Source: an optimization exercise on an open RTL-to-GDS flow (aim: small area, a short achievable clock period and few clock cycles per item). Production flows keep margins and buffers that such runs may drop.

==> build 56: inputs <==
Design fan_speed_controller_top, start of the top module:
module fan_speed_controller_top (
    input  logic        i_clk,
    input  logic        i_rst_n,
    input  logic        psel,
    input  logic        penable,
    input  logic        pwrite,
    input  logic [4:0]  paddr,
    input  logic [31:0] pwdata,
    output logic [31:0] prdata,
    output logic        pready,
    input  logic        i_s_tvalid,
    output logic        o_s_tready,
    input  logic [23:0] i_s_tdata,
    output logic        o_m_tvalid,
    input  logic        i_m_tready,
    output logic [39:0] o_m_tdata
);
    logic signed [18:0] r_on_temp, r_off_temp, r_high_temp;
    logic [11:0]        r_min_fan, r_kick_fan, r_max_fan;
    logic [7:0]         r_up_db, r_down_db;
    logic [2:0] reg_idx;
    logic       cfg_wr;
    assign pready  = 1'b1;
    assign reg_idx = paddr[4:2];
    assign cfg_wr  = psel & penable & pwrite;
    always_ff @(posedge i_clk) begin
        if (!i_rst_n) begin
            r_on_temp   <= 19'sd65000;
            r_off_temp  <= 19'sd60000;
  ...
export LEC_CHECK = 0
export ABC_AREA = 1
export CAP_MARGIN = 20
export CORE_MARGIN = 2
export CORE_UTILIZATION = 40
export SETUP_SLACK_MARGIN = 4.5
export SLEW_MARGIN = 20
create_clock -name core_clock -period 10.0 [get_ports {i_clk}]
run.sh (not shown) runs the stock make flow with config.mk's settings and CLKGATE_MAP_FILE= SYNTH_SCRIPT=/design/flow/synth_recipe.tcl, a recipe that flattens the netlist after the stock synthesis.
==> trial 70: changes against build 56 <==
--- a/flow/design.v
+++ b/flow/design.v
@@ -94,28 +94,28 @@
     end
     logic adv;
     logic o_valid;
     assign adv        = ~o_valid | i_m_tready;
     assign o_s_tready = adv;
     logic [1:0] r_cnt;
-    logic v1, v2, v3, v4, v5, v6, v7, v8;
-    logic k1, k2, k3, k4, k5, k6, k7, k8;
+    logic v1, v2, v3, v4, v5, v6, v7, v8, v9;
+    logic k1, k2, k3, k4, k5, k6, k7, k8, k9;
     always_ff @(posedge i_clk) begin
         if (!i_rst_n) begin
             r_cnt <= 2'd0;
-            {v1, v2, v3, v4, v5, v6, v7, v8} <= '0;
+            {v1, v2, v3, v4, v5, v6, v7, v8, v9} <= '0;
         end else if (adv) begin
             if (i_s_tvalid) r_cnt <= r_cnt + 2'd1;
-            {v1, v2, v3, v4, v5, v6, v7, v8} <= {i_s_tvalid, v1, v2, v3, v4, v5, v6, v7};
+            {v1, v2, v3, v4, v5, v6, v7, v8, v9} <= {i_s_tvalid, v1, v2, v3, v4, v5, v6, v7, v8};
         end
     end
     always_ff @(posedge i_clk) begin
         if (!i_rst_n) begin
-            {k1, k2, k3, k4, k5, k6, k7, k8} <= '0;
+            {k1, k2, k3, k4, k5, k6, k7, k8, k9} <= '0;
         end else if (adv) begin
-            {k1, k2, k3, k4, k5, k6, k7, k8} <= {i_s_tvalid && (r_cnt == 2'd3), k1, k2, k3, k4, k5, k6, k7};
+            {k1, k2, k3, k4, k5, k6, k7, k8, k9} <= {i_s_tvalid && (r_cnt == 2'd3), k1, k2, k3, k4, k5, k6, k7, k8};
         end
     end
     logic [18:0] t_r;
     logic [31:0] r_tu;
     logic [31:0] t_sum;
     logic tm_w1, tm_w2, tm_w3, tm_w4, tm_w5, tm_w6, tm_w7, tm_w8, tm_w9, tm_w10, tm_w11, tm_w12, tm_w13, tm_w14, tm_w15, tm_w16, tm_w17, tm_w18, tm_w19, tm_w20, tm_w21, tm_w22, tm_w23, tm_w24, tm_w25, tm_w26, tm_w27, tm_w28, tm_w29, tm_w30, tm_w31, tm_w32, tm_w33, tm_w34, tm_w35, tm_w36, tm_w37, tm_w38, tm_w39, tm_w40, tm_w41, tm_w42, tm_w43, tm_w44, tm_w45, tm_w46, tm_w47, tm_w48, tm_w49, tm_w50, tm_w51, tm_w52, tm_w53, tm_w54, tm_w55, tm_w56, tm_w57, tm_w58, tm_w59, tm_w60, tm_w61, tm_w62, tm_w63, tm_w64, tm_w65, tm_w66, tm_w67, tm_w68, tm_w69, tm_w70, tm_w71, tm_w72, tm_w73, tm_w74, tm_w75, tm_w76, tm_w77, tm_w78, tm_w79, tm_w80, tm_w81, tm_w82, tm_w83, tm_w84, tm_w85, tm_w86, tm_w87, tm_w88, tm_w89, tm_w90, tm_w91, tm_w92, tm_w93, tm_w94, tm_w95, tm_w96, tm_w97, tm_w98, tm_w99, tm_w100, tm_w101, tm_w102, tm_w103, tm_w104, tm_w105, tm_w106, tm_w107, tm_w108, tm_w109, tm_w110, tm_w111, tm_w112, tm_w113, tm_w114, tm_w115, tm_w116, tm_w117, tm_w118, tm_w119, tm_w120, tm_w121, tm_w122, tm_w123, tm_w124, tm_w125, tm_w126, tm_w127, tm_w128, tm_w129, tm_w130, tm_w131, tm_w132, tm_w133, tm_w134, tm_w135, tm_w136, tm_w137, tm_w138, tm_w139, tm_w140, tm_w141, tm_w142, tm_w143, tm_w144, tm_w145, tm_w146, tm_w147, tm_w148, tm_w149, tm_w150, tm_w151, tm_w152, tm_w153, tm_w154, tm_w155, tm_w156, tm_w157, tm_w158, tm_w159, tm_w160, tm_w161, tm_w162, tm_w163, tm_w164, tm_w165, tm_w166, tm_w167, tm_w168, tm_w169, tm_w170, tm_w171, tm_w172, tm_w173, tm_w174, tm_w175, tm_w176, tm_w177, tm_w178, tm_w179, tm_w180, tm_w181, tm_w182, tm_w183, tm_w184;
@@ -1045,18 +1045,18 @@
     assign ml_w234 = (ml_w177 & ml_w128) | (ml_w177 & ml_w176) | (ml_w128 & ml_w176);
     assign ml_w235 = ml_w179 ^ 1'b1 ^ ml_w178;
     assign ml_w236 = (ml_w179 & 1'b1) | (ml_w179 & ml_w178) | (1'b1 & ml_w178);
     assign ml_w237 = ~r_bneg[5] ^ (((r_bone[6] & r_x[18]) | (r_btwo[6] & r_x[17])) ^ r_bneg[6]) ^ ml_w180;
     assign ml_w238 = (~r_bneg[5] & (((r_bone[6] & r_x[18]) | (r_btwo[6] & r_x[17])) ^ r_bneg[6])) | (~r_bneg[5] & ml_w180) | ((((r_bone[6] & r_x[18]) | (r_btwo[6] & r_x[17])) ^ r_bneg[6]) & ml_w180);
     assign m_sum = {ml_w237, ml_w235, ml_w233, ml_w231, ml_w229, ml_w227, ml_w225, ml_w223, ml_w221, ml_w219, ml_w217, ml_w215, ml_w213, ml_w211, ml_w209, ml_w207, ml_w205, ml_w203, ml_w201, ml_w199, ml_w197, ml_w195, ml_w193, ml_w191, ml_w189, ml_w187, ml_w185, ml_w183, ml_w181, (((r_bone[0] & r_x[1]) | (r_btwo[0] & r_x[0])) ^ r_bneg[0]), (((r_bone[0] & r_x[0])) ^ r_bneg[0])} + {ml_w236, ml_w234, ml_w232, ml_w230, ml_w228, ml_w226, ml_w224, ml_w222, ml_w220, ml_w218, ml_w216, ml_w214, ml_w212, ml_w210, ml_w208, ml_w206, ml_w204, ml_w202, ml_w200, ml_w198, ml_w196, ml_w194, ml_w192, ml_w190, ml_w188, ml_w186, ml_w184, ml_w182, r_bneg[1], 1'b0, r_bneg[0]};
-    logic signed [18:0] fi4, fi5, fi6, fi7, fi8;
+    logic signed [18:0] fi4, fi5, fi6, fi7, fi8, fi9;
     always_ff @(posedge i_clk) begin
         if (adv) begin
             r_x <= x_c[18:0];
             r_p <= m_sum;
-            {fi4, fi5, fi6, fi7, fi8} <= {fi3, fi4, fi5, fi6, fi7};
+            {fi4, fi5, fi6, fi7, fi8, fi9} <= {fi3, fi4, fi5, fi6, fi7, fi8};
         end
     end
     logic [18:0] r_rem;
     logic [11:0] r_quo;
     logic        r_sat;
     logic [18:0] dv;
@@ -1086,24 +1086,26 @@
         if (adv) begin
             r_rem <= rem2;
             r_quo <= quo2;
             if (div_load) r_sat <= (r_p[30:12] >= dv);
         end
     end
-    logic ge_high8, gt_high8, gt_on8, lt_off8;
+    logic ge_high8, gt_high8, gt_on8, lt_off8, gt_on9, lt_off9;
     logic [19:0] dh7;
     assign dh7 = 20'(fi7) - 20'(r_high_temp);
     always_ff @(posedge i_clk) begin
         if (adv) begin
             ge_high8 <= ~dh7[19];
             gt_high8 <= ~dh7[19] & (dh7 != 20'd0);
             gt_on8   <= fi7 > r_on_temp;
             lt_off8  <= fi7 < r_off_temp;
+            gt_on9   <= gt_on8;
+            lt_off9  <= lt_off8;
         end
     end
-    logic [11:0] up_lvl, dn_lvl, ramp_lvl;
+    logic [11:0] up_lvl, dn_lvl, ramp_lvl, r_ramp;
     logic [12:0] dn_c;
     assign up_lvl = r_min_fan + r_quo;
     assign dn_c   = {1'b0, r_max_fan} + {1'b1, ~r_quo} + {12'd0, (r_rem == 19'd0)};
     assign dn_lvl = (r_sat || dn_c[12]) ? 12'd0 : dn_c[11:0];
     always_comb begin
         if (r_flat) begin
@@ -1111,29 +1113,32 @@
         end else if (!r_mneg) begin
             ramp_lvl = ge_high8 ? r_max_fan : up_lvl;
         end else begin
             ramp_lvl = gt_high8 ? dn_lvl : r_max_fan;
         end
     end
+    always_ff @(posedge i_clk) begin
+        if (adv) r_ramp <= ramp_lvl;
+    end
     logic        fan_on;
     logic [11:0] lvl;
     logic [18:0] o_fi;
     logic        o_tick, o_chg;
     logic        has_req, fan_nx;
     logic [11:0] req;
     logic [12:0] rise, fall;
     logic        take;
     always_comb begin
         has_req = 1'b0;
         fan_nx  = fan_on;
-        req     = ramp_lvl;
-        if (!fan_on && gt_on8) begin
+        req     = r_ramp;
+        if (!fan_on && gt_on9) begin
             has_req = 1'b1;
             fan_nx  = 1'b1;
             req     = r_kick_fan;
-        end else if (fan_on && lt_off8) begin
+        end else if (fan_on && lt_off9) begin
             has_req = 1'b1;
             fan_nx  = 1'b0;
             req     = 12'd0;
         end else if (fan_on) begin
             has_req = 1'b1;
         end
@@ -1146,23 +1151,23 @@
     always_ff @(posedge i_clk) begin
         if (!i_rst_n) begin
             o_valid <= 1'b0;
             fan_on  <= 1'b0;
             lvl     <= 12'd0;
         end else if (adv) begin
-            o_valid <= v8;
-            if (v8 && k8) begin
+            o_valid <= v9;
+            if (v9 && k9) begin
                 fan_on <= fan_nx;
                 if (take) lvl <= req;
             end
         end
     end
     always_ff @(posedge i_clk) begin
         if (adv) begin
-            o_fi   <= fi8;
-            o_tick <= k8;
-            o_chg  <= k8 & take;
+            o_fi   <= fi9;
+            o_tick <= k9;
+            o_chg  <= k9 & take;
         end
     end
     assign o_m_tvalid = o_valid;
     assign o_m_tdata  = {6'd0, o_fi, o_tick, o_chg, fan_on, lvl};
 endmodule
--- a/flow/config.mk
+++ b/flow/config.mk
@@ -5,9 +5,9 @@
 export SDC_FILE = /design/flow/constraint.sdc
 export NUM_CORES = 4
 export LEC_CHECK = 0
 export ABC_AREA = 1
 export CAP_MARGIN = 20
 export CORE_MARGIN = 2
-export CORE_UTILIZATION = 40
-export SETUP_SLACK_MARGIN = 4.5
+export CORE_UTILIZATION = 65
+export SETUP_SLACK_MARGIN = 5
 export SLEW_MARGIN = 20
==> qor summary <==
|  | build 56 | trial 70 |
|---|---|---|
| Result of the run | timing/DRC/antenna clean | timing/DRC/antenna clean |
| Met1 Track Usage GR | 34.1% | 51.5% |
| Multi-input logic portion of the cell area | 58.5% | 57.7% |
| Crit path largest cell delay | 0.47 ns | 0.53 ns |
| Post-Route Hold Slack | 0.403 ns | 0.415 ns |
| Prevailing post-synth register cell | dfxtp_1 | edfxtp_1 |
| Fin crit share | 59.3% | 54.0% |
| Multi-In Gates | 4,465 | 4,496 |
| Origin of the worst setup path | r_rem[2] | r_x[14] |
| Area share of and/or/nand/nor cells after synthesis | 14.9% | 14.5% |
| Average wire per cell in the routed design | 20.1 um | 23.7 um |
| # clk buffers | 73 | 71 |
| Count of TritonRoute iterations in the first routing pass | 6 | 8 |
| Footprint of the multi-input gates | 0.0339 sq mm | 0.0364 sq mm |
| Setup ws final | 4.07 ns | 4.60 ns |
| GRT Resource Usage Total | 24.8% | 41.9% |
| Count of antenna diodes in the layout | 0 | 2 |
No functional check of the RTL was part of any run of this note.

[static timing again, ports no longer ideal]
No port has a modelled driver above. Below, the same layouts with a new extraction and two added sets of constraints.
Step 1, drivers: a clkbuf_16 drives i_clk and a buf_2 each remaining input, both assumed.
Step 2 also shifts input and output timing later by t, the mid clock arrival at the registers, as if the neighbouring blocks saw the same clock.
Three values: ideal ports, drivers, drivers and shift; two values: the first two.
run	t (ns)	setup slack, ns	clock arrival spread, ns	slew at the worst register clock pin (ns)	worst slew at a driven data input, ns
build 56	0.752	4.069 / 4.069 / 4.069	0.091 / 0.091	0.07 / 0.07	0.08
trial 70	0.734	4.596 / 4.596 / 4.475	0.057 / 0.057	0.07 / 0.07	0.07
After both steps every run listed still meets setup and hold. For trial 70, which loses most, drivers alone change the setup slack by 0.000 ns; drivers and shift together by -0.121 ns.
